This design comes from an exercise in tuning for small area, a short achievable clock period and few clock cycles per item on the open sky130 flow, not from production work.
Only simulation tests tie the RTL to the original design; equivalence was not proved.
No activity file was given, so power comes from the tool's default toggle rates.

==> flow/design.v <==
`timescale 1ns/100ps
package conv_pkg;
    typedef logic signed [7:0] int8_t;
    typedef logic [16-1:0] bf16_t;
    typedef logic [4*16-1:0] chunk_t;
    typedef logic [6-1:0] count_t;
endpackage
`timescale 1ns/100ps
module int8_to_bf16
(
    input  conv_pkg::int8_t value,
    output conv_pkg::bf16_t result
);
    localparam logic [7:0] EXP_BIAS = 8'd127;
    localparam conv_pkg::bf16_t      BF16_ZERO = 16'h0000;
    localparam conv_pkg::bf16_t      BF16_NEG_127 = 16'hC2FE;    
    logic [6:0] mag;
    logic [2:0] msb_pos;
    logic [7:0] aligned;
    assign mag = value[7] ? (~value[6:0] + 7'd1) : value[6:0];
    always_comb begin
        msb_pos = 3'd0;
        for (int i = 0; i < 7; i++) begin
            if (mag[i])
                msb_pos = 3'(i);    
        end
    end
    assign aligned = {1'b0, mag} << (3'd7 - msb_pos);
    always_comb begin
        if (value == 8'sh00)
            result = BF16_ZERO;
        else if (value == 8'sh80)
            result = BF16_NEG_127;
        else
            result = {value[7], EXP_BIAS + 8'(msb_pos), aligned[6:0]};
    end
endmodule
`timescale 1ns/100ps
module line_assembler
(
    input  logic                  half_sel,
    input  logic [64-1:0] mem_data_in,
    output conv_pkg::chunk_t      chunk
);
    logic [64/2-1:0] half;
    assign half = half_sel ? mem_data_in[64-1:64/2]
                           : mem_data_in[64/2-1:0];
    for (genvar i = 0; i < 4; i++) begin : g_lane
        int8_to_bf16 u_conv (
            .value  (half[i*8 +: 8]),
            .result (chunk[i*16 +: 16])
        );
    end
endmodule
`timescale 1ns/100ps
`timescale 1ns/100ps
module tile_word_counter
(
    input  logic                    clk,
    input  logic                    active,
    output logic [6-1:0] word_count,
    output logic                    tile_last
);
    conv_pkg::count_t count;
    always_ff @(posedge clk) begin
        if (!active)
            count <= '0;
        else
            count <= count + 1'b1;
    end
    assign word_count = count;
    assign tile_last  = (count == conv_pkg::count_t'(((16 * 16 * 16) / 64) - 1));
endmodule
`timescale 1ns/100ps
module tile_ctrl_fsm
(
    input  logic     clk,
    input  logic     rst,
    input  logic     comp_enb,
    input  logic     tile_last,
    output logic     active,
    output logic     busy,
    output logic     done
);
    always_ff @(posedge clk) begin
        if (rst)
            active <= 1'b0;
        else if (active)
            active <= !tile_last;
        else
            active <= comp_enb;
    end
    assign busy = active && !tile_last;
    assign done = active && tile_last;    
endmodule
`timescale 1ns/100ps
module tile_convert_top
(
    input  logic                   clk,
    input  logic                   rst,
    input  logic                   comp_enb,
    output logic                   busy,
    output logic                   done,
    output logic [16-1:0] mem_addr,
    output logic                   mem_read_enb,
    input  logic [64-1:0]  mem_data_in,
    output logic [16-1:0] res_addr,
    output logic [64-1:0]  res_data_out,
    output logic                   res_write_enb
);
    logic                    active;
    logic [6-1:0] word_count;
    logic                    tile_last;
    tile_ctrl_fsm u_fsm (
        .clk       (clk),
        .rst       (rst),
        .comp_enb  (comp_enb),
        .tile_last (tile_last),
        .active    (active),
        .busy      (busy),
        .done      (done)
    );
    tile_word_counter u_counter (
        .clk        (clk),
        .active     (active),
        .word_count (word_count),
        .tile_last  (tile_last)
    );
    line_assembler u_assembler (
        .half_sel    (word_count[0]),
        .mem_data_in (mem_data_in),
        .chunk       (res_data_out)
    );
    assign mem_addr      = {{(16 - 6 + 1){1'b0}}, word_count[6-1:1]};
    assign res_addr      = {{(16 - 6){1'b0}}, word_count};
    assign mem_read_enb  = active;
    assign res_write_enb = active;
endmodule
==> flow/run.sh <==
#!/bin/bash
# synth_recipe.tcl (not shown) runs the flow's synth.tcl, then flattens the netlist and writes it again
# the make line also repeats each setting of config.mk as NAME=value (left out here)
make -C /OpenROAD-flow-scripts/flow DESIGN_CONFIG=/design/flow/config.mk WORK_HOME=/design/flow/orfs CLKGATE_MAP_FILE= SYNTH_SCRIPT=/design/flow/synth_recipe.tcl finish
==> flow/config.mk <==
export PLATFORM = sky130hd
export DESIGN_NAME = tile_convert_top
export DESIGN_NICKNAME = tile_convert_top
export VERILOG_FILES = /design/flow/design.v
export SDC_FILE = /design/flow/constraint.sdc
export NUM_CORES = 4
export LEC_CHECK = 0
export CAP_MARGIN = 20
export CORE_MARGIN = 2
export CORE_UTILIZATION = 40
export SLEW_MARGIN = 20
==> flow/constraint.sdc <==
create_clock -name core_clock -period 8.0 [get_ports {clk}]
set_input_delay 1.6000 -clock core_clock [delete_from_list [all_inputs] [get_ports {clk}]]
set_output_delay 1.6000 -clock core_clock [all_outputs]
set_load 0.01 [all_outputs]
==> key figures, run 1 <==
Placement
  • Placed instance area: 4790 µm²
  • Detailed placer's ending HPWL: 8420 µm
  • Port buffer count: 141
  • Pre-CTS worst setup slack: 1347 ps
  • GPL Wtd Cong: 0.9189

Die
  • Die H: 98.45 µm
  • Die ar.: 9692 µm²
  • IO Pins: 167
  • Starting density of the core: 41.12%
  • Rows: 34
  • Core Area: 8678 µm²
  • Die W: 98.45 µm

Power and ir drop
  • Switching Share: 45.14%
  • P_leak: 1.810 nW
  • PD cells: 127.3 nW/µm²
  • Clock power frac: 8.1%
  • Seq pwr share: 7.1%
  • Worst VDD drop: 0.1392 mV
  • Sw power: 0.0002778 W
  • Power Internal: 0.0003376 W
  • Logic pwr share: 84.8%

Outcome
  • Status: timing/DRC/antenna clean

Yosys
  • Post-synthesis sequential area ratio: 3.927%
  • Netlist cell types: 88
  • Post-synthesis cell area: 3568 µm²
  • Flops & latches, synth: 7
  • Ys Warns: 3
  • Number of synthesized flops with an enable pin: 0
  • Synth Area per Inst: 7.658 µm²
  • Synth Flop Type: dfxtp_1
  • Ys async rst share: 0%
  • Post-synthesis cell count: 466

Drt
  • Starting DRT DRC Count: 87
  • First-pass iteration count of the detailed router: 5
  • Post-Route WL: 10,020 µm
  • Wire per inst: 14.48 µm
  • # DRC: 0
  • Via density: 5.422
  • DR vias: 3,752
  • Final ANT Viol Nets: 0

Timing
  • Max Clock Freq: 150.7 MHz
  • Final max-slew violation count: 0
  • Slew HR: 46.58%
  • Minimum clock period: 6636 ps
  • Tcrit/Tclk final: 82.95%
  • PnR worst setup slack: 1364 ps
  • Setup violators final: 0
  • WHS: 543.0 ps
  • Hold Violations, Final: 0
  • Worst Skew: 7.774 ps
  • Worst slew pin tran: 785.7 ps
  • Post-route setup TNS: 0 ps
  • RSZ-0062 raised after global routing: no

Finish
  • Most frequent cells in the layout: 141 x clkdlybuf4s50_1, 38 x nand2_1, 36 x nor2_1, 29 x a21oi_1, 27 x mux2i_1
  • Core Util, Final: 55.71%
  • Post-route cell area: 4835 µm²
  • Final-layout fill cell count: 852
  • # diodes: 0
  • Multi-input gate area: 3024 µm²
  • Final net count: 665
  • Share of cells above drive strength 1: 11.13%
  • Storage cell area: 143.9 µm²
  • Layout Area Growth over Synthesis: 35.48%
  • Leading cell type in the layout, fill and taps excluded: clkdlybuf4s50_1

Worst hold path
  • Hold Crit Class: flop to flop
  • WHS Path Cells: 1

Clock tree
  • Clock slew at reported path FFs: 40 ps
  • Clk Latency, worst-skew pair: 230 ps
  • CTS Buf Count: 3
  • Setup Buffers After CTS: 0
  • CTS sink cnt: 7
  • Number of H-tree levels: 1
  • Hold buffers post-CTS: 0
  • CTS max path bufs: 2
  • Root Driver: clkbuf_8
  • CTS tree: yes
  • Post-CTS Resized: 0

Global route
  • First-pass GRT wire length: 16,870 µm
  • Largest net degree at the start of global routing: 47
  • GRT Total Usage: 19.99%
  • Number of global-route vias before repair: 3,577
  • Total gr overflow: 0
  • Antenna violations before repair: 0

Setup path
  • Kind of start point of the critical path: input port
  • Crit path required time: 6400 ps
  • CP Capture Type: output port
  • CP Data Arrival Time: 5040 ps
  • CP max FO: 5
  • R2R depth: 5
  • Critical path class: input port to output port

Job
  • Max-Cap Viols: 0
## kinds of logic (layout without fill, tap and decap cells)
group,after synthesis,in the layout,share of synthesized area [%]
AND/OR/NAND/NOR,161,161,24.65
AO/OA/AOI/OAI,133,133,27.21
buffers and inverters,70,164,13.85
multiplexers,50,50,16.72
XOR/XNOR,31,31,8.977
adder cells (fa/ha/maj),13,13,4.558
flip-flops,7,7,3.927
other,1,25,0.1051
## stage by stage
stage / power [W] / cells
2_1_floorplan: 0.0003681 / 490
3_5_place_dp: 0.0005634 / 688
4_1_cts: 0.0006170 / 692
5_1_grt: 0.0006667 / 692
3_3_place_gp: 0.0005623 / 688
6_report: 0.0006153 / 692
## registers in the layout, summed over array words and instances, names as in the netlist
register	cells
u_counter.count	6
u_fsm.active	1
## cell type report
cell class	count	area share, %
Sequential cell	7	2.976
Clock buffer	4	0.9317
Timing Repair Buffer	142	29.35
Inverter	18	1.398
Tap cell	108	2.795
Multi-Input combinational cell	413	62.55
## routing by layer
metal | routed length (µm) | share of wire [%] | global-route usage (%) | up-vias
li1 | - | - | - | 1907
met1 | 4689 | 47 | 27.72 | 1704
met2 | 4683 | 47 | 34.22 | 137
met3 | 626 | 6.2 | 3.262 | 4
met4 | 23 | 0.23 | 1.475 | 0
met5 | 0 | 0 | 0 | -
## Yosys cell counts, types with 3 or more instances
| cell | instances | area [µm²] |
|---|---|---|
| a211oi_1 | 4 | 30.03 |
| a21o_1 | 4 | 30.03 |
| a21oi_1 | 29 | 145.1 |
| a21oi_4 | 3 | 48.80 |
| a221oi_1 | 4 | 35.03 |
| a31oi_1 | 5 | 31.28 |
| and2_1 | 12 | 75.07 |
| buf_2 | 3 | 15.01 |
| buf_4 | 42 | 315.3 |
| dfxtp_1 | 7 | 140.1 |
| ha_1 | 13 | 162.7 |
| inv_1 | 12 | 45.04 |
| inv_2 | 4 | 15.01 |
| mux2_2 | 6 | 67.56 |
| mux2i_1 | 27 | 270.3 |
| mux2i_2 | 12 | 165.2 |
| mux2i_4 | 3 | 67.56 |
| nand2_1 | 38 | 142.6 |
| nand2b_1 | 3 | 18.77 |
| nand3_1 | 7 | 35.03 |
| nor2_1 | 36 | 135.1 |
| nor2b_1 | 3 | 18.77 |
| nor3_1 | 18 | 90.09 |
| nor3b_1 | 14 | 105.1 |
| nor4_1 | 4 | 25.02 |
| nor4_2 | 3 | 37.54 |
| o211ai_1 | 3 | 22.52 |
| o21ai_0 | 19 | 95.09 |
| o21ai_1 | 6 | 30.03 |
| o22ai_1 | 11 | 68.82 |
| o31ai_1 | 7 | 52.55 |
| or3_1 | 5 | 31.28 |
| xnor2_1 | 18 | 157.7 |
| xnor2_2 | 3 | 48.80 |
| xor2_1 | 8 | 70.07 |
## power groups by stage
| stage | clock (W) | combinational (W) | sequential, W |
|---|---|---|---|
| 3_3_place_gp | 0 | 0.000518 | 0.0000444 |
| 2_1_floorplan | 0 | 0.000330 | 0.0000383 |
| 3_5_place_dp | 0 | 0.000519 | 0.0000446 |
| 5_1_grt | 0.0000537 | 0.000568 | 0.0000447 |
| 4_1_cts | 0.0000512 | 0.000522 | 0.0000440 |
| 6_report | 0.0000499 | 0.000522 | 0.0000439 |
## critical path: stages
cell,delay (ps)
clkdlybuf4s50_1,440
mux2i_1,360
ha_1,320
nor2b_1,80
xnor2_1,180
mux2i_1,140
o21ai_0,340
a21boi_2,150
nor2_2,210
inv_1,70
ha_1,200
ha_1,270
a21oi_1,130
clkdlybuf4s50_1,550
## worst paths after layout
path                                         start            endpoint  slack, ps
worst min register to register        u_fsm.active  u_counter.count[1]        540
worst max register to register  u_counter.count[0]        u_fsm.active       6360
worst min-delay path                  u_fsm.active  u_counter.count[1]        540
worst max-delay path               mem_data_in[56]    res_data_out[57]       1360
Testbench counts, summed over its fixed seeds: cycles 4,160, tiles 64.
==> run 2, diff against run 1 <==
==> flow/flow/run.sh (new file) <==
#!/bin/bash
# Standard layout, with the port buffers made from the smallest buffer cell.
set -euo pipefail
export BUFFER_PORTS_ARGS="-buffer_cell sky130_fd_sc_hd__buf_1"
bash standard.sh finish > standard.log 2>&1
==> flow/standard.sh (new file) <==
#!/bin/bash
# synth_recipe.tcl (not shown) runs the flow's synth.tcl, then flattens the netlist and writes it again
# the make line also repeats each setting of config.mk as NAME=value (left out here)
make -C /OpenROAD-flow-scripts/flow DESIGN_CONFIG=/design/flow/config.mk WORK_HOME=/design/flow/orfs CLKGATE_MAP_FILE= SYNTH_SCRIPT=/design/flow/synth_recipe.tcl "${@:-finish}"
--- a/flow/config.mk
+++ b/flow/config.mk
@@ -7,2 +7,3 @@
 export LEC_CHECK = 0
+export ABC_AREA = 1
 export CAP_MARGIN = 20
removed: flow/run.sh
==> run 2 against run 1 <==
Non-clock buffer count unchanged. Critical endpoint is now res_data_out[24]. Synthesized cell count up 30%. Still clean. Maximum frequency up 12%.
==> key figures, run 2 <==
Worst hold path
  • HP Start: u_fsm.active
  • WHS Path Cells: 2
  • Worst Hold Path EP: u_counter.count[1]
  • Hold Crit Class: flop to flop

Timing
  • RSZ-0062 raised after global routing: no
  • PnR worst setup slack: 2092 ps
  • Setup violators final: 0
  • Hold Violations, Final: 0
  • Max Clock Freq: 169.3 MHz
  • Worst slew pin tran: 730.7 ps
  • Slew HR: 50.96%
  • Minimum clock period: 5908 ps
  • Worst Skew: 1.521 ps
  • Final max-slew violation count: 0
  • Post-route setup TNS: 0 ps
  • Tcrit/Tclk final: 73.85%
  • WHS: 524.9 ps

Drt
  • Via density: 4.871
  • Post-Route WL: 8691 µm
  • Final ANT Viol Nets: 0
  • Wire per inst: 10.47 µm
  • DR vias: 4,043
  • First-pass iteration count of the detailed router: 4
  • Starting DRT DRC Count: 124
  • # DRC: 0

Yosys
  • Most frequent cell after synthesis: nand2_1
  • Netlist cell types: 45
  • Ys Warns: 3
  • Flops & latches, synth: 7
  • Post-synthesis sequential area ratio: 4.162%
  • Synth Flop Type: dfxtp_1
  • Number of synthesized flops with an enable pin: 0
  • Ranking of synthesized cells by area: nand2_1 19%, nand3_1 12%, buf_4 9.6%, inv_1 8.7%, nor2_1 5.0%
  • Ys async rst share: 0%
  • Synth top area share: 18.84%
  • Yosys top cell by area: nand2_1
  • Synth Area per Inst: 5.538 µm²
  • Most instantiated cells after synthesis: 169 x nand2_1, 81 x nand3_1, 78 x inv_1
  • Post-synthesis cell count: 608
  • Post-synthesis cell area: 3367 µm²

Clock tree
  • Number of H-tree levels: 1
  • Setup Buffers After CTS: 0
  • Hold buffers post-CTS: 0
  • CTS max path bufs: 2
  • Clk Latency, worst-skew pair: 230 ps
  • CTS tree: yes
  • CTS Buf Count: 3
  • Clock slew at reported path FFs: 40 ps
  • CTS sink cnt: 7
  • Root Driver: clkbuf_8
  • Post-CTS Resized: 0

Finish
  • Layout Area Growth over Synthesis: 11.71%
  • Most frequent cells in the layout: 169 x nand2_1, 141 x buf_1, 81 x nand3_1, 78 x inv_1, 45 x nor2_1
  • # diodes: 0
  • Final net count: 806
  • Share of cells above drive strength 1: 11.72%
  • Max reg flops: 6
  • Biggest register: u_counter.count
  • Biggest regs: u_counter.count x6, u_fsm.active x1
  • Final-layout fill cell count: 914
  • Leading cell type in the layout, fill and taps excluded: nand2_1

Setup path
  • Kind of start point of the critical path: input port
  • Crit path required time: 6400 ps
  • R2R depth: 10
  • CP max FO: 11
  • R2r startpoint: u_counter.count[0]
  • CP Capture Type: output port
  • Reg-to-Reg End: u_fsm.active
  • Critical path class: input port to output port
  • Reg2reg setup slack: 6120 ps
  • CP Data Arrival Time: 4310 ps

Power and ir drop
  • Worst VDD drop: 0.1013 mV
  • P_leak: 1.955 nW
  • PD cells: 146.5 nW/µm²

Global route
  • Antenna violations before repair: 0
  • Largest net degree at the start of global routing: 51
  • First-pass GRT wire length: 14,320 µm
  • GRT Total Usage: 18.21%
  • Number of global-route vias before repair: 3,414
  • Total gr overflow: 0

Die
  • Rows: 33
  • Starting density of the core: 41.18%
  • Core Area: 8175 µm²
  • Die W: 95.75 µm
  • IO Pins: 167
  • Die ar.: 9167 µm²
  • Die H: 95.75 µm

Placement
  • Detailed placer's ending HPWL: 7207 µm
  • Port buffer count: 141
  • GPL Wtd Cong: 0.9098
  • Pre-CTS worst setup slack: 2078 ps

Outcome
  • Status: timing/DRC/antenna clean

Job
  • Max-Cap Viols: 0
## run 2: cell types whose count changed in the layout (fill, tap and decap cells not counted), moves of 21 or more
cell	before	now
clkdlybuf4s50_1	141	0
nand3_1	7	81
mux2i_1	27	3
nand2_2	0	21
nand2_1	38	169
buf_1	0	141
inv_1	12	78
## run 2: layer usage
layer / vias to the layer above / wire length [µm] / global-route usage [%]
met4: 0 / 99 / 2.976
met5: - / 0 / 0
met3: 13 / 545 / 1.018
met2: 155 / 4009 / 31.93
met1: 1757 / 4036 / 24.95
li1: 2118 / - / -
## run 2: per-stage QoR
step	cell area [µm²]	power (W)	cells	util (%)
detailed placement	3716	0.0004982	826	45.45
finish	3761	0.0005511	830	46.01
floorplan	3457	0.0004031	632	-
CTS	3761	0.0005519	830	46.01
global placement	3716	0.0004939	826	45.45
global route	3761	0.0006182	830	46.01
## run 2: cell type report
cell class                      instances  area, µm²  share of cell area, %
Multi-Input combinational cell        482       2569                  68.30
Timing Repair Buffer                  142      536.8                  14.27
Inverter                               90      337.8                  8.982
Sequential cell                         7      141.4                  3.759
Tap cell                              105      131.4                  3.493
Clock buffer                            4      45.04                  1.198
## run 2: worst max-delay path by stage
stage / from / end / slack (ps) / cells past startpoint
finish: mem_data_in[8] / res_data_out[24] / 2090 / 15
global placement: mem_data_in[8] / res_data_out[24] / 2180 / 15
floorplan: mem_data_in[40] / res_data_out[25] / 2850 / 15
CTS: mem_data_in[8] / res_data_out[24] / 2070 / 15
global route: mem_data_in[8] / res_data_out[24] / 1820 / 15
detailed placement: mem_data_in[8] / res_data_out[24] / 2080 / 15
## run 2: worst max-delay path: stages
cell and delay (ps):
buf_1 70, nand2_1 60, and2_0 350, ha_1 240
nand3_1 90, inv_1 90, nand3_2 90, nand2_2 90
xor2_2 490, inv_1 210, nor2_4 210, ha_1 250
or2_2 290, inv_1 50, buf_1 140
## run 2: logic make-up (layout without fill, tap and decap cells)
group	Yosys count	after routing	synth area share [%]
DFF	7	7	4.162
and+or+nand+nor	378	378	55.41
xor gates and xnor gates	4	4	1.821
muxes	3	3	0.8919
other	1	25	0.1114
adders and majority gates	13	13	4.831
buffers and inverters	143	236	22.22
AOI/OAI and AO/OA	59	59	10.55
## run 2: report_power, final
| group | switching (W) | internal, W |
|---|---|---|
| combinational | 0.000307 | 0.000155 |
| sequential | 0.00000139 | 0.0000363 |
| clock | 0.0000165 | 0.0000346 |
| total | 0.000325 | 0.000226 |
==> run 3, diff against run 2 <==
--- a/flow/config.mk
+++ b/flow/config.mk
@@ -7,3 +7,2 @@
 export LEC_CHECK = 0
-export ABC_AREA = 1
 export CAP_MARGIN = 20
==> run 3 against run 2 <==
Clock skew grew 4.5 ps. Setup slack lost 40 ps. Largest power group unchanged. Clock-buffer cell count is the same. First-iteration DRC count shrank 41%. Critical path type unchanged. Maximum frequency shrank 0.67%. Via count shrank 5.8%. Worst hold slack gained 1.6 ps. Combinational power shrank 9.5%. Die area grew 5.7%. Non-clock buffer count is the same.
==> key figures, run 3 <==
Outcome
  • Status: timing/DRC/antenna clean

Yosys
  • Most instantiated cells after synthesis: 42 x buf_4, 38 x nand2_1, 36 x nor2_1
  • Synth Area per Inst: 7.658 µm²
  • Ys async rst share: 0%
  • Ranking of synthesized cells by area: buf_4 8.8%, mux2i_1 7.6%, mux2i_2 4.6%, ha_1 4.6%, xnor2_1 4.4%
  • Netlist cell types: 88
  • Number of synthesized flops with an enable pin: 0
  • Synth Flop Type: dfxtp_1
  • Post-synthesis cell area: 3568 µm²
  • Post-synthesis sequential area ratio: 3.927%
  • Ys Warns: 3
  • Flops & latches, synth: 7
  • Synth top area share: 8.836%
  • Post-synthesis cell count: 466
  • Most frequent cell after synthesis: buf_4
  • Yosys top cell by area: buf_4

Timing
  • Slew HR: 45.98%
  • WHS: 526.5 ps
  • Worst slew pin tran: 794.6 ps
  • Hold Violations, Final: 0
  • RSZ-0062 raised after global routing: no
  • Final max-slew violation count: 0
  • Setup violators final: 0
  • Minimum clock period: 5948 ps
  • Tcrit/Tclk final: 74.35%
  • Post-route setup TNS: 0 ps
  • Max Clock Freq: 168.1 MHz
  • Worst Skew: 5.999 ps

Drt
  • # DRC: 0
  • Post-Route WL: 9319 µm
  • Starting DRT DRC Count: 73
  • Via density: 5.501
  • Final ANT Viol Nets: 0
  • DR vias: 3,807
  • First-pass iteration count of the detailed router: 5
  • Wire per inst: 13.47 µm

Worst hold path
  • HP Start: u_fsm.active
  • Hold Crit Class: flop to flop

Global route
  • Number of global-route vias before repair: 3,448
  • Largest net degree at the start of global routing: 40
  • GRT Total Usage: 18.07%
  • Total gr overflow: 0
  • Antenna violations before repair: 0
  • First-pass GRT wire length: 15,470 µm

Placement
  • Placed instance area: 3908 µm²
  • GPL Wtd Cong: 0.9200
  • Detailed placer's ending HPWL: 7673 µm
  • Port buffer count: 141

Die
  • Die W: 98.45 µm
  • Core Area: 8678 µm²
  • Die ar.: 9692 µm²
  • Starting density of the core: 41.12%
  • IO Pins: 167
  • Rows: 34
  • Die H: 98.45 µm

Clock tree
  • Number of H-tree levels: 1
  • Clock slew at reported path FFs: 40 ps
  • Setup Buffers After CTS: 0
  • CTS max path bufs: 2
  • Root Driver: clkbuf_8
  • CTS sink cnt: 7
  • CTS tree: yes
  • CTS Buf Count: 3
  • Clk Latency, worst-skew pair: 230 ps
  • Hold buffers post-CTS: 0
  • Post-CTS Resized: 0

Power and ir drop
  • PD cells: 129.2 nW/µm²
  • Worst VDD drop: 0.06163 mV
  • P_leak: 1.439 nW

Setup path
  • Kind of start point of the critical path: input port
  • CP max stage cell: mux2i_1
  • Crit path required time: 6400 ps
  • Critical path cell sequence: buf_1 > mux2i_1 > ha_1 > nor2b_1 > xnor2_1 > mux2i_1 > o21ai_0 > a21boi_2 > nor2_2 > inv_1 > ha_1 > ha_1 > a21oi_1 > buf_1
  • Critical path class: input port to output port
  • Origin of the worst setup path: mem_data_in[56]
  • Buf/Inv on CP: 3
  • Max incr delay on CP: 350 ps
  • CP max FO: 5
  • CP Capture Type: output port
  • R2r startpoint: u_counter.count[0]
  • Crit path top cell by count: ha_1
  • CP top delay family: adder cells
  • CP Data Arrival Time: 4350 ps

Finish
  • Share of cells above drive strength 1: 11.13%
  • Storage cell area: 143.9 µm²
  • # diodes: 0
  • Post-route cell area: 3953 µm²
  • Layout Area Growth over Synthesis: 10.76%
  • Leading cell type in the layout, fill and taps excluded: buf_1
  • Max reg flops: 6
  • Biggest regs: u_counter.count x6, u_fsm.active x1
  • Final-layout fill cell count: 922
  • Biggest register: u_counter.count
  • Final net count: 665
  • Multi-input gate area: 3024 µm²
  • Most frequent cells in the layout: 141 x buf_1, 38 x nand2_1, 36 x nor2_1, 29 x a21oi_1, 27 x mux2i_1

Job
  • Max-Cap Viols: 0
## run 3: changes by cell type in the layout (fill, tap and decap cells not counted), moves of 12 or more
cell and change:
inv_1 -66, nand2_2 -21, a21oi_1 +16, nor3_1 +16
nand4_1 -12, nand2_1 -131, nor3b_1 +14, nand3_1 -74
xnor2_1 +18, mux2i_2 +12, mux2i_1 +24
## run 3: final cells by class
cell class / instances / share of cell area [%]
repair buffers: 142 / 13.58
clock buffers: 4 / 1.140
flip-flops and latches: 7 / 3.640
multi-input cells: 413 / 76.51
well taps: 108 / 3.419
inverters: 18 / 1.709
## run 3: layer usage
metal,global-route usage [%],wire length (µm),vias up
met4,3.056,67,0
li1,-,-,1908
met1,23.82,4194,1749
met3,1.773,503,10
met2,32.44,4553,140
met5,0,0,-
## run 3: metrics by stage
step	power [W]	instances	setup slack, ps	utilization (%)
2_1_floorplan	0.0003681	490	2552	-
3_3_place_gp	0.0004539	688	2208	45.03
3_5_place_dp	0.0004582	688	2081	45.03
4_1_cts	0.0005105	692	2056	45.55
5_1_grt	0.0005612	692	1804	45.55
6_report	0.0005105	692	2052	45.55
## run 3: cells by family (layout without fill, tap and decap cells)
family / Yosys count / in the layout / synth area share (%)
muxes: 50 / 50 / 16.72
DFF: 7 / 7 / 3.927
other: 1 / 25 / 0.1051
xor gates and xnor gates: 31 / 31 / 8.977
and+or+nand+nor: 161 / 161 / 24.65
adders and majority gates: 13 / 13 / 4.558
AOI/OAI and AO/OA: 133 / 133 / 27.21
buffers and inverters: 70 / 164 / 13.85
## run 3: final timing paths
check	to	slack, ps	cells past startpoint
worst max register to register	u_fsm.active	5840	6
worst min-delay path	u_counter.count[1]	530	1
worst min register to register	u_counter.count[1]	530	1
worst max-delay path	res_data_out[57]	2050	14
## run 3: worst register-to-register path, cell delays in order, from the launching register on
cell and delay (ps):
dfxtp_4 690, buf_4 540, ha_1 280, and3_1 240
nand3_1 90, nor2_1 140, nor3_1 60
## run 3: where the power goes
part	internal (W)	total [W]	switching, W
Sequential	0.0000363	0.0000429	0.00000667
Combinational	0.000166	0.000418	0.000252
Clock	0.0000345	0.0000496	0.0000152

-- re-timing with driven ports --
No port has a modelled driver above. Below, the same layouts with a new extraction and two added sets of constraints.
Step 1 assumes that a clkbuf_16 drives the clock port and a buf_2 every other input.
Step 2, shift: input delay + t, output delay - t, t = (earliest + latest rising clock arrival at the registers) / 2. This alone moves slack from input paths to output paths.
Slacks: ideal ports / drivers / drivers and shift; pairs: ideal ports / drivers.
run	shift t [ns]	slack for setup (ns)	worst hold slack (ns)	clock arrival spread, ns	worst register clock-pin slew, ns
run 1	0.245	1.364 / 1.343 / 1.343	0.543 / 0.543 / 0.543	0.007 / 0.008	0.04 / 0.04
run 2	0.246	2.092 / 2.069 / 2.069	0.525 / 0.525 / 0.525	0.002 / 0.001	0.04 / 0.04
run 3	0.245	2.052 / 2.026 / 2.026	0.527 / 0.527 / 0.527	0.006 / 0.006	0.04 / 0.04
After both steps setup and hold are still met in every run listed. For run 3, which loses most, drivers alone change the setup slack by -0.026 ns; drivers and shift together by -0.026 ns.
